What follows belongs to an exercise in optimizing a design on an open flow for small area, a short achievable clock period and few clock cycles; a production flow would make more cautious choices. Only simulation tests tie the RTL to the original design; equivalence was not proved. Power figures rest on the tool's default switching activity, not on a simulated workload.

`design/flow/config.mk`:
```
export PLATFORM = sky130hd
export DESIGN_NAME = exec_unit_mc
export DESIGN_NICKNAME = exec_unit_mc
export VERILOG_FILES = /design/flow/design.v
export SDC_FILE = /design/flow/constraint.sdc
export NUM_CORES = 4
export LEC_CHECK = 0
export CAP_MARGIN = 20
export CORE_MARGIN = 2
export CORE_UTILIZATION = 40
export SETUP_SLACK_MARGIN = 5
export SLEW_MARGIN = 20
```
`design/flow/constraint.sdc`:
```
create_clock -name core_clock -period 10.0 [get_ports {clk}]
set_input_delay 2.0000 -clock core_clock [delete_from_list [all_inputs] [get_ports {clk}]]
set_output_delay 2.0000 -clock core_clock [all_outputs]
set_load 0.01 [all_outputs]
```
`design/flow/design.v`:
```
package exec_pkg;
  typedef logic [7:0] op_t;
  localparam op_t IS_ADD    = 8'h00;
  localparam op_t IS_SUB    = 8'h01;
  localparam op_t IS_AND    = 8'h02;
  localparam op_t IS_OR     = 8'h03;
  localparam op_t IS_XOR    = 8'h04;
  localparam op_t IS_SLL    = 8'h05;
  localparam op_t IS_SRL    = 8'h06;
  localparam op_t IS_SRA    = 8'h07;
  localparam op_t IS_SLT    = 8'h08;
  localparam op_t IS_SLTU   = 8'h09;
  localparam op_t IS_ADDI   = 8'h10;
  localparam op_t IS_ANDI   = 8'h11;
  localparam op_t IS_ORI    = 8'h12;
  localparam op_t IS_XORI   = 8'h13;
  localparam op_t IS_SLLI   = 8'h14;
  localparam op_t IS_SRLI   = 8'h15;
  localparam op_t IS_SRAI   = 8'h16;
  localparam op_t IS_SLTI   = 8'h17;
  localparam op_t IS_SLTIU  = 8'h18;
  localparam op_t IS_LUI    = 8'h20;
  localparam op_t IS_AUIPC  = 8'h21;
  localparam op_t IS_JAL    = 8'h22;
  localparam op_t IS_JALR   = 8'h23;
  localparam op_t IS_LOAD   = 8'h24;
  localparam op_t IS_BEQ    = 8'h30;
  localparam op_t IS_BNE    = 8'h31;
  localparam op_t IS_BLT    = 8'h32;
  localparam op_t IS_BGE    = 8'h33;
  localparam op_t IS_BLTU   = 8'h34;
  localparam op_t IS_BGEU   = 8'h35;
  localparam op_t IS_MUL    = 8'h40;
  localparam op_t IS_MULH   = 8'h41;
  localparam op_t IS_MULHSU = 8'h42;
  localparam op_t IS_MULHU  = 8'h43;
  localparam op_t IS_DIV    = 8'h44;
  localparam op_t IS_DIVU   = 8'h45;
  localparam op_t IS_REM    = 8'h46;
  localparam op_t IS_REMU   = 8'h47;
  typedef enum logic [1:0] {StIdle, StBusy, StDone} state_e;
endpackage
module exec_lzc32 (
  input  logic [31:0] x,
  output logic [5:0]  lz
);
  always_comb begin
    lz = 6'd32;
    for (int i = 0; i < 32; i++) begin
      if (x[i]) lz = 6'(31 - i);
    end
  end
endmodule
module exec_unit_mc #(
  parameter int unsigned WIDTH            = 32,
  parameter int unsigned INSTR_TYPE_WIDTH = 8,
  parameter int unsigned MUL_STEP         = 2,
  parameter int unsigned TAG_WIDTH        = 5
) (
  input  logic                        clk,
  input  logic                        reset,
  input  logic                        flush,
  input  logic                        in_valid,
  output logic                        in_ready,
  input  logic [INSTR_TYPE_WIDTH-1:0] instr_type,
  input  logic [WIDTH-1:0]            pc,
  input  logic [WIDTH-1:0]            rs1,
  input  logic [WIDTH-1:0]            rs2,
  input  logic [WIDTH-1:0]            imm,
  input  logic [TAG_WIDTH-1:0]        in_tag,
  output logic                        out_valid,
  input  logic                        out_ready,
  output logic [WIDTH-1:0]            result,
  output logic                        is_taken,
  output logic [TAG_WIDTH-1:0]        out_tag
);
  localparam logic [2:0] StExe   = 3'd0;   
  localparam logic [2:0] StMit   = 3'd1;   
  localparam logic [2:0] StMfin  = 3'd2;   
  localparam logic [2:0] StD0    = 3'd3;   
  localparam logic [2:0] StD1    = 3'd4;   
  localparam logic [2:0] StDit   = 3'd5;   
  localparam logic [2:0] StDfin  = 3'd6;   
  localparam logic [2:0] StDtriv = 3'd7;   
  logic n_addsub, n_sub, n_immb, n_jalr, n_and, n_or, n_xor, n_sll, n_srl, n_sra;
  logic n_slt, n_sltu, n_lui, n_tgt, n_jmp, n_br, n_mul, n_mhi, n_msa, n_msb;
  logic n_div, n_rem, n_dsg;
  always_comb begin
    n_addsub = 1'b0; n_sub = 1'b0; n_immb = 1'b0; n_jalr = 1'b0;
    n_and = 1'b0; n_or = 1'b0; n_xor = 1'b0; n_sll = 1'b0; n_srl = 1'b0; n_sra = 1'b0;
    n_slt = 1'b0; n_sltu = 1'b0; n_lui = 1'b0; n_tgt = 1'b0; n_jmp = 1'b0; n_br = 1'b0;
    n_mul = 1'b0; n_mhi = 1'b0; n_msa = 1'b0; n_msb = 1'b0;
    n_div = 1'b0; n_rem = 1'b0; n_dsg = 1'b0;
    case (instr_type)
      exec_pkg::IS_ADD:    n_addsub = 1'b1;
      exec_pkg::IS_SUB:    begin n_addsub = 1'b1; n_sub = 1'b1; end
      exec_pkg::IS_AND:    n_and = 1'b1;
      exec_pkg::IS_OR:     n_or = 1'b1;
      exec_pkg::IS_XOR:    n_xor = 1'b1;
      exec_pkg::IS_SLL:    n_sll = 1'b1;
      exec_pkg::IS_SRL:    n_srl = 1'b1;
      exec_pkg::IS_SRA:    n_sra = 1'b1;
      exec_pkg::IS_SLT:    begin n_slt = 1'b1; n_sub = 1'b1; end
      exec_pkg::IS_SLTU:   begin n_sltu = 1'b1; n_sub = 1'b1; end
      exec_pkg::IS_ADDI:   begin n_addsub = 1'b1; n_immb = 1'b1; end
      exec_pkg::IS_ANDI:   begin n_and = 1'b1; n_immb = 1'b1; end
      exec_pkg::IS_ORI:    begin n_or = 1'b1; n_immb = 1'b1; end
      exec_pkg::IS_XORI:   begin n_xor = 1'b1; n_immb = 1'b1; end
      exec_pkg::IS_SLLI:   begin n_sll = 1'b1; n_immb = 1'b1; end
      exec_pkg::IS_SRLI:   begin n_srl = 1'b1; n_immb = 1'b1; end
      exec_pkg::IS_SRAI:   begin n_sra = 1'b1; n_immb = 1'b1; end
      exec_pkg::IS_SLTI:   begin n_slt = 1'b1; n_sub = 1'b1; n_immb = 1'b1; end
      exec_pkg::IS_SLTIU:  begin n_sltu = 1'b1; n_sub = 1'b1; n_immb = 1'b1; end
      exec_pkg::IS_LUI:    n_lui = 1'b1;
      exec_pkg::IS_AUIPC:  n_tgt = 1'b1;
      exec_pkg::IS_JAL:    begin n_tgt = 1'b1; n_jmp = 1'b1; end
      exec_pkg::IS_JALR:   begin n_addsub = 1'b1; n_immb = 1'b1; n_jalr = 1'b1; n_jmp = 1'b1; end
      exec_pkg::IS_LOAD:   begin n_addsub = 1'b1; n_immb = 1'b1; end
      exec_pkg::IS_BEQ, exec_pkg::IS_BNE, exec_pkg::IS_BLT, exec_pkg::IS_BGE,
      exec_pkg::IS_BLTU, exec_pkg::IS_BGEU: begin n_tgt = 1'b1; n_br = 1'b1; n_sub = 1'b1; end
      exec_pkg::IS_MUL:    begin n_mul = 1'b1; n_msa = 1'b1; n_msb = 1'b1; end
      exec_pkg::IS_MULH:   begin n_mul = 1'b1; n_mhi = 1'b1; n_msa = 1'b1; n_msb = 1'b1; end
      exec_pkg::IS_MULHSU: begin n_mul = 1'b1; n_mhi = 1'b1; n_msa = 1'b1; end
      exec_pkg::IS_MULHU:  begin n_mul = 1'b1; n_mhi = 1'b1; end
      exec_pkg::IS_DIV:    begin n_div = 1'b1; n_dsg = 1'b1; end
      exec_pkg::IS_DIVU:   n_div = 1'b1;
      exec_pkg::IS_REM:    begin n_div = 1'b1; n_rem = 1'b1; n_dsg = 1'b1; end
      exec_pkg::IS_REMU:   begin n_div = 1'b1; n_rem = 1'b1; end
      default: ;
    endcase
  end
  logic        v_q, last_q, kv_q, ov_q;
  logic [2:0]  st_q;
  logic [31:0] x_q, y_q;
  logic [32:0] z_q;
  logic [33:0] h_q;
  logic [4:0]  tag_q, cnt_q, sh_q;
  logic        yp_q, mfst_q, m9_q, dneg_q, dz_q;
  logic [2:0]  bc_q;
  logic        f_addsub, f_sub, f_immb, f_jalr, f_and, f_or, f_xor, f_sll, f_srl, f_sra;
  logic        f_slt, f_sltu, f_lui, f_tgt, f_jmp, f_br, f_mul, f_mhi, f_msa, f_msb;
  logic        f_div, f_rem, f_dsg;
  logic [31:0] ores_q, kres_q;
  logic        otk_q, ktk_q;
  logic [4:0]  otag_q, ktag_q;
  logic st_exe, st_mit, st_mfin, st_d0, st_d1, st_dit, st_dfin, st_dtriv;
  assign st_exe   = (st_q == StExe);
  assign st_mit   = (st_q == StMit);
  assign st_mfin  = (st_q == StMfin);
  assign st_d0    = (st_q == StD0);
  assign st_d1    = (st_q == StD1);
  assign st_dit   = (st_q == StDit);
  assign st_dfin  = (st_q == StDfin);
  assign st_dtriv = (st_q == StDtriv);
  assign in_ready = (!v_q || last_q) && !kv_q;
  logic        sa, sb, zero_a, asub, bsel_z, alu_cout;
  logic [31:0] aop, bop, bx, alu_sum;
  logic [33:0] alu_w;
  assign sa     = f_dsg && x_q[31];
  assign sb     = f_dsg && y_q[31];
  assign bsel_z = f_immb || st_dit;
  assign bop    = bsel_z ? z_q[31:0] : y_q;
  assign zero_a = st_d0 || st_dfin;
  assign aop    = zero_a ? 32'd0 : x_q;
  always_comb begin
    if (st_d0)        asub = sb;
    else if (st_dfin) asub = dneg_q;
    else if (st_dit)  asub = 1'b1;
    else              asub = f_sub;
  end
  assign bx       = bop ^ {32{asub}};
  assign alu_w    = {1'b0, aop, 1'b1} + {1'b0, bx, asub};
  assign alu_sum  = alu_w[32:1];
  assign alu_cout = alu_w[33];
  logic lt_s, lt_u, eq, br_cond;
  assign lt_u = !alu_cout;
  assign lt_s = (x_q[31] ^ bop[31]) ? x_q[31] : alu_sum[31];
  assign eq   = (x_q == y_q);
  always_comb begin
    case (bc_q)
      3'd0:    br_cond = eq;
      3'd1:    br_cond = !eq;
      3'd2:    br_cond = lt_s;
      3'd3:    br_cond = !lt_s;
      3'd4:    br_cond = lt_u;
      default: br_cond = !lt_u;
    endcase
  end
  logic [31:0] tgt;
  assign tgt = h_q[31:0] + z_q[31:0];
  logic [3:0]  ydig;
  logic        one0, two0, neg0, one1, two1, neg1, a_ext;
  logic [34:0] a35, mag0, mag1, pp0, pp1;
  logic [37:0] am, p0x, p1x, csa_s, csa_c, mp_sum;
  logic [38:0] mp_w;
  assign ydig  = (!mfst_q && m9_q && cnt_q == 5'd1) ? 4'b0000 : y_q[3:0];
  assign a_ext = (f_mul ? f_msa : f_dsg) && x_q[31];
  assign a35   = {{3{a_ext}}, x_q};
  always_comb begin
    one0 = 1'b0; two0 = 1'b0; neg0 = 1'b0; one1 = 1'b0; two1 = 1'b0; neg1 = 1'b0;
    if (st_mit) begin
      one0 = ydig[0] ^ yp_q;
      two0 = (ydig[1] && !ydig[0] && !yp_q) || (!ydig[1] && ydig[0] && yp_q);
      neg0 = ydig[1];
      one1 = ydig[2] ^ ydig[1];
      two1 = (ydig[3] && !ydig[2] && !ydig[1]) || (!ydig[3] && ydig[2] && ydig[1]);
      neg1 = ydig[3];
    end else if (st_d0) begin
      one0 = 1'b1; neg0 = sa;
    end else if (st_dfin) begin
      one0 = 1'b1; neg0 = dneg_q;
    end
  end
  assign mag0   = one0 ? a35 : (two0 ? {a35[33:0], 1'b0} : 35'd0);
  assign mag1   = one1 ? a35 : (two1 ? {a35[33:0], 1'b0} : 35'd0);
  assign pp0    = mag0 ^ {35{neg0}};
  assign pp1    = mag1 ^ {35{neg1}};
  assign am     = (st_mit && !mfst_q) ? {{4{h_q[33]}}, h_q} : 38'd0;
  assign p0x    = {{3{pp0[34]}}, pp0};
  assign p1x    = {pp1[34], pp1, neg1, neg1};
  assign csa_s  = am ^ p0x ^ p1x;
  assign csa_c  = {((am[36:0] & p0x[36:0]) | (am[36:0] & p1x[36:0]) | (p0x[36:0] & p1x[36:0])), neg0};
  assign mp_w   = {csa_s, 1'b1} + {csa_c, neg1};
  assign mp_sum = mp_w[38:1];
  logic [5:0] lzm, lza, lzb;
  logic [3:0] mc;
  exec_lzc32 u_lzm (.x(y_q ^ {32{f_msb && y_q[31]}}), .lz(lzm));
  logic [5:0] mc_t;
  assign mc_t = 6'd36 - lzm;
  assign mc   = mc_t[5:2];   
  exec_lzc32 u_lza (.x(x_q ^ {32{sa}}), .lz(lza));
  exec_lzc32 u_lzb (.x(y_q ^ {32{sb}}), .lz(lzb));
  logic [5:0] lzb_c;
  logic [6:0] dk;
  logic       dzero, dtriv;
  assign lzb_c = (lzb == 6'd32) ? 6'd31 : lzb;
  assign dk    = {1'b0, lzb_c} - {1'b0, lza} + {6'd0, sa};
  assign dzero = (y_q == 32'd0);
  assign dtriv = dzero || dk[6];
  logic [31:0] fu, fv, xrev;
  logic [4:0]  fs;
  logic [63:0] fw, fw_sh;
  logic [32:0] fun;
  always_comb begin
    for (int i = 0; i < 32; i++) xrev[i] = x_q[31 - i];
  end
  always_comb begin
    fu = 32'd0;
    fv = 32'd0;
    if (st_exe) begin
      fu = {32{f_sra && x_q[31]}};
      fv = f_sll ? xrev : x_q;
    end else if (st_mfin) begin
      if (f_mhi && !m9_q) begin
        fu = {{30{h_q[33]}}, h_q[33:32]};
        fv = h_q[31:0];
      end else begin
        fu = h_q[31:0];
        fv = y_q;
      end
    end else if (st_d1) begin
      fu = {1'b0, z_q[31:1]};
      fv = {z_q[0], 31'd0};
    end
  end
  assign fs    = st_exe ? bop[4:0] : sh_q;
  assign fw    = {fu, fv};
  assign fw_sh = fw >> fs;
  assign fun   = fw_sh[32:0];
  logic [31:0] funrev;
  always_comb begin
    for (int i = 0; i < 32; i++) funrev[i] = fun[31 - i];
  end
  logic [31:0] res;
  logic        res_tk;
  always_comb begin
    res = 32'd0;
    if (st_exe) begin
      if (f_addsub) res = res | {alu_sum[31:1], alu_sum[0] && !f_jalr};
      if (f_and)    res = res | (x_q & bop);
      if (f_or)     res = res | (x_q | bop);
      if (f_xor)    res = res | (x_q ^ bop);
      if (f_slt)    res = res | {31'd0, lt_s};
      if (f_sltu)   res = res | {31'd0, lt_u};
      if (f_lui)    res = res | z_q[31:0];
      if (f_tgt)    res = res | tgt;
      if (f_srl || f_sra) res = res | fun[31:0];
      if (f_sll)    res = res | funrev;
    end
    if (st_mfin)  res = res | fun[31:0];
    if (st_dfin)  res = res | (f_rem ? mp_sum[31:0] : alu_sum);
    if (st_dtriv) res = res | (f_rem ? h_q[31:0] : {32{dz_q}});
  end
  assign res_tk = st_exe && (f_jmp || (f_br && br_cond));
  logic push, hold;
  assign push = v_q && last_q && !kv_q;
  assign hold = ov_q && !out_ready;
  always_ff @(posedge clk) begin
    if (reset) begin
      v_q    <= 1'b0;
      last_q <= 1'b0;
      ov_q   <= 1'b0;
      kv_q   <= 1'b0;
    end else if (flush) begin
      v_q    <= 1'b0;
      ov_q   <= 1'b0;
      kv_q   <= 1'b0;
    end else begin
      if (in_ready) begin
        v_q    <= in_valid;
        last_q <= !(n_mul || n_div);
      end else if (v_q) begin
        if (st_mit)      last_q <= mfst_q ? (mc == 4'd1) : (cnt_q == 5'd1);
        else if (st_d0)  last_q <= dtriv;
        else if (st_dit) last_q <= (cnt_q == 5'd0);
      end
      ov_q <= hold || kv_q || push;
      kv_q <= kv_q ? !out_ready : (hold && push);
    end
  end
  always_ff @(posedge clk) begin
    if (in_ready) begin
      x_q    <= rs1;
      y_q    <= rs2;
      h_q    <= {2'b00, pc};
      z_q    <= {1'b0, imm};
      tag_q  <= in_tag;
      st_q   <= n_mul ? StMit : (n_div ? StD0 : StExe);
      mfst_q <= 1'b1;
      yp_q   <= 1'b0;
      bc_q   <= instr_type[2:0];
      f_addsub <= n_addsub; f_sub <= n_sub; f_immb <= n_immb; f_jalr <= n_jalr;
      f_and <= n_and; f_or <= n_or; f_xor <= n_xor;
      f_sll <= n_sll; f_srl <= n_srl; f_sra <= n_sra;
      f_slt <= n_slt; f_sltu <= n_sltu; f_lui <= n_lui; f_tgt <= n_tgt; f_jmp <= n_jmp;
      f_br <= n_br; f_mul <= n_mul; f_mhi <= n_mhi; f_msa <= n_msa; f_msb <= n_msb;
      f_div <= n_div; f_rem <= n_rem; f_dsg <= n_dsg;
    end else if (v_q) begin
      case (st_q)
        StMit: begin
          h_q    <= mp_sum[37:4];
          y_q    <= {mp_sum[3:0], y_q[31:4]};
          yp_q   <= y_q[3];
          mfst_q <= 1'b0;
          if (mfst_q) begin
            cnt_q <= {1'b0, mc - 4'd1};
            m9_q  <= (mc == 4'd9);
            sh_q  <= (mc == 4'd9) ? 5'd28 : {3'(4'd8 - mc), 2'b00};
            if (mc == 4'd1) st_q <= StMfin;
          end else begin
            cnt_q <= cnt_q - 5'd1;
            if (cnt_q == 5'd1) st_q <= StMfin;
          end
        end
        StD0: begin
          x_q    <= mp_sum[31:0];
          z_q    <= {1'b0, alu_sum};
          h_q    <= {2'b00, x_q};
          cnt_q  <= dk[4:0];
          sh_q   <= ~dk[4:0];
          dneg_q <= f_rem ? sa : (sa ^ sb);
          dz_q   <= dzero;
          st_q   <= dtriv ? StDtriv : StD1;
        end
        StD1: begin
          z_q  <= fun;
          y_q  <= 32'd0;
          st_q <= StDit;
        end
        StDit: begin
          if (alu_cout && !z_q[32]) x_q <= alu_sum;
          z_q   <= {1'b0, z_q[32:1]};
          y_q   <= {y_q[30:0], alu_cout && !z_q[32]};
          cnt_q <= cnt_q - 5'd1;
          if (cnt_q == 5'd0) st_q <= StDfin;
        end
        default: ;
      endcase
    end
  end
  always_ff @(posedge clk) begin
    if (!kv_q) begin
      kres_q <= res;
      ktk_q  <= res_tk;
      ktag_q <= tag_q;
    end
    if (!hold) begin
      ores_q <= kv_q ? kres_q : res;
      otk_q  <= kv_q ? ktk_q : res_tk;
      otag_q <= kv_q ? ktag_q : tag_q;
    end
  end
  assign out_valid = ov_q;
  assign result    = ores_q;
  assign is_taken  = otk_q;
  assign out_tag   = otag_q;
endmodule
```
`design/flow/run.sh`:
```
#!/bin/bash
# synth_recipe.tcl (not shown) runs the flow's synth.tcl, then flattens the netlist and writes it again
# the make line also repeats each setting of config.mk as NAME=value (left out here)
make -C /OpenROAD-flow-scripts/flow DESIGN_CONFIG=/design/flow/config.mk WORK_HOME=/design/flow/orfs CLKGATE_MAP_FILE= SYNTH_SCRIPT=/design/flow/synth_recipe.tcl finish
```
==> reports/qor.csv <==
metric;value;unit
status;complete, no violations;
critical_path_arrival;5.74;ns
powerDensity;179;nW/um^2
route.detailed.drc;0;
switching_share;0.488;
grt_overflow_total;0;
r2r_slack;4.59;ns
synth-edff-count;212;
die_area;80200;um^2
p_comb_frac;0.574;
drv_cap;0;
power_report.internal_total;3.59;mW
syn_inst;3972;
syn-num-nets;4344;
setup_tns;0;ns
leakage;15.4;nW
synthFlopType;edfxtp_1;
async_flop_share;0;
grt_max_degree;144;
start_util;0.403;
yosysWarnings;2;
rr_worst_depth;30;
ant_nets;0;
die_w;283;um
synthSimpleGateAreaFrac;0.174;
netlist_area;31200;um^2
grt_usage;0.393;
gp_congestion;1.02;
htree_levels;2;
rr_endpoint;ores_q[28];
slew_violations;0;
path_max_fanout;5;
path_class;reg2reg;
min_path_cells;2;
cts_hold_buf;0;
period_share;0.541;
finalPower;7.00;mW
netlist-cell-type-count;104;
cp-end-kind;flop;
synth-compound-area-share;0.280;
period_minus_slack;5.41;ns
dr.pass1.iters;9;
drt-total-wl;168000;um
worst_slew_pin_slew;1.14;ns
setup-violations-final;0;
clockRootBuffer;clkbuf_16;
port-buffer-count;185;
cpLargestDelayFamily;compound AO/OA/AOI/OAI gates;
synthMuxAreaShare;0.0813;
core-area;77300;um^2
syn_to_final_growth;25.7;%
wire_per_inst;32.2;um
worstPathRequired;10.32;ns
r2r-start;cnt_q[1];
synth_seq_area_share;0.234;
vias;35200;
worstHoldStart;kres_q[29];
clockBufferDepth;3;
hold_slack;0.450;ns
grt_pass1_wl;232000;um
slew_headroom;0.238;
critPathLaunchType;flop;
p_switching;3.41;mW
rows;102;
place_inst;4963;
hold_class;reg2reg;
synthAdderAreaFrac;0.0999;
fmax;185;MHz
final_nets;4519;
cts_num_sinks;259;
layout-drive-gt1-share;0.174;
grt_pass1_vias;31800;
critPathBufInv;8;
synth_xor_area_frac;0.0666;
final_cells;5217;
synth_seq_cells;259;
min_to;kres_q[29];
viasPerCell;6.74;
chipHeight;283;um
insertion_delay;0.59;ns
antenna_found_initial;6;
pwr-share-clk;0.194;
synth_top_family_by_area;compound AO/OA/AOI/OAI gates;
synth.avg_cell_area;7.85;um^2
vdd_drop_max;108;uV
clock_skew;0.0394;ns
drt_iter0_drc;5086;
cts_tree;built;
cp_slowest_cell;fa_1;
pwr-share-seq;0.232;
top_level_ports;186;
finalHoldViolCount;0;
hpwl;114000;um
rsz0062_at_grt;true;
path_clk_slew;0.06;ns
cts_made_buffers;36;
cpPeakStageDelay;0.50;ns
[layout make-up]
cell class                 instances  area [um^2]
tap                             1040         1300
antenna                            4         10.0
multi-input combinational       3224        24100
timing repair buffer             475         4720
inverter                         151          576
fill                            7559        38200
clock inverter                    23          236
clock buffer                      41          940
sequential                       259         7310
[worst max-delay path by stage]
stage / startpoint / end / cells after the start
global placement: st_q[0] / h_q[29] / 19
floorplan: cnt_q[0] / h_q[29] / 24
global route: cnt_q[1] / ores_q[30] / 29
CTS: cnt_q[1] / ores_q[12] / 27
detailed placement: st_q[0] / h_q[29] / 19
finish: cnt_q[1] / ores_q[28] / 30
[what timing repair did]
item / in CTS / in global routing
pin swaps: 142 / 130
gates resized for setup: 265 / 211
gates cloned: 13 / 7
setup buffers: 107 / 59
setup endpoints to repair: 207 / 157
[worst register-to-register path: cells and delay by family, from the launching register on]
| kind | cells | cell delay, ns |
|---|---|---|
| adders and majority gates | 3 | 0.89 |
| AOI/OAI and AO/OA | 10 | 1.84 |
| buffers and inverters | 8 | 1.06 |
| xor gates and xnor gates | 2 | 0.22 |
| and+or+nand+nor | 7 | 0.74 |
| DFF | 1 | 0.41 |
[synth_stat cells, types with 60 or more instances]
master | count | area [um^2]
o21ai_0 | 241 | 1210
a21o_1 | 82 | 616
a21oi_1 | 315 | 1580
a22oi_1 | 94 | 706
edfxtp_1 | 212 | 6370
a31oi_1 | 87 | 544
o211ai_1 | 82 | 616
nor3_1 | 105 | 526
nand3_1 | 91 | 455
nor2_1 | 308 | 1160
a211oi_1 | 60 | 450
ha_1 | 188 | 2350
inv_1 | 146 | 548
nand2_1 | 444 | 1670
xnor2_1 | 181 | 1590
clkbuf_1 | 256 | 961
mux2i_1 | 233 | 2330
[power by group through the flow]
| stage | sequential [mW] | clock, mW | combinational (mW) |
|---|---|---|---|
| after CTS | 1.60 | 1.36 | 3.63 |
| after global placement | 1.65 | 0 | 3.34 |
| after global routing | 1.61 | 1.39 | 4.16 |
| final | 1.62 | 1.36 | 4.02 |
| after detailed placement | 1.65 | 0 | 3.33 |
| after floorplan | 1.48 | 0 | 2.14 |
[cells in the final DEF (no fill, tap or decap), types with 26 or more instances in the layout]
cell type          n
a211oi_1          52
o21ai_0          204
a31oi_1           81
o21ai_1           31
o211ai_1          82
nor3_1            97
nand3_1           82
edfxtp_1         212
buf_4            225
a21oi_2           33
dfxtp_1           46
clkdlybuf4s50_1  185
nor2_1           290
xor2_1            47
xnor2_1          156
fa_1              35
and2_1            44
a21oi_1          275
buf_6             29
a221oi_1          26
nand2_1          422
and3_1            36
inv_1            140
ha_1             158
mux2i_1          213
o22ai_1           46
clkbuf_16         42
o21a_1            27
a21o_1            81
a22oi_1           73
[per-layer routing]
metal | global-route usage | vias to the layer above | wire (um)
li1 | - | 15000 | -
met1 | 0.517 | 16800 | 64500
met2 | 0.556 | 2688 | 66900
met3 | 0.111 | 662 | 21900
met4 | 0.265 | 4 | 14500
met5 | 0.00357 | - | 55
[cell families (layout without fill, tap and decap cells)]
group                    Yosys count  count (layout)
AO/OA/AOI/OAI                   1319            1319
XOR/XNOR                         237             237
adder cells (fa/ha/maj)          226             226
buffers and inverters            493             690
flip-flops                       259             259
multiplexers                     247             247
other                              1               5
AND/OR/NAND/NOR                 1190            1194
[per-stage QoR]
step	utilization	setup slack [ns]	instance area, um^2
floorplan	-	4.91	31300
global placement	0.439	3.33	33900
detailed placement	0.439	3.29	33900
CTS	0.486	4.77	37600
global route	0.506	4.41	39200
finish	0.507	4.59	39200
[state kept, by name, summed over array words and instances (netlist names), 3 cells and up]
signal,cells
x_q,32
y_q,32
sh_q,5
h_q,34
z_q,33
bc_q,3
ores_q,32
tag_q,5
otag_q,5
cnt_q,5
ktag_q,5
st_q,3
kres_q,32

-- re-timing with driven ports --
The flow's constraints put no driver on any port. The routed layout listed below was extracted and timed again, unchanged, in two steps. Step 1 assumes that a clkbuf_16 drives the clock port and a buf_2 every other input. Step 2 also shifts input and output timing later by t, the mid clock arrival at the registers, as if the neighbouring blocks saw the same clock. Three values: ideal ports, drivers, drivers and shift; two values: the first two.
t, ns: 0.631
setup slack, ns: 4.587 / 4.587 / 4.587
pins driven straight from the clock port: 1
After both steps setup and hold are still met in this run. For this run, drivers alone change the setup slack by 0.000 ns; drivers and shift together by 0.000 ns.
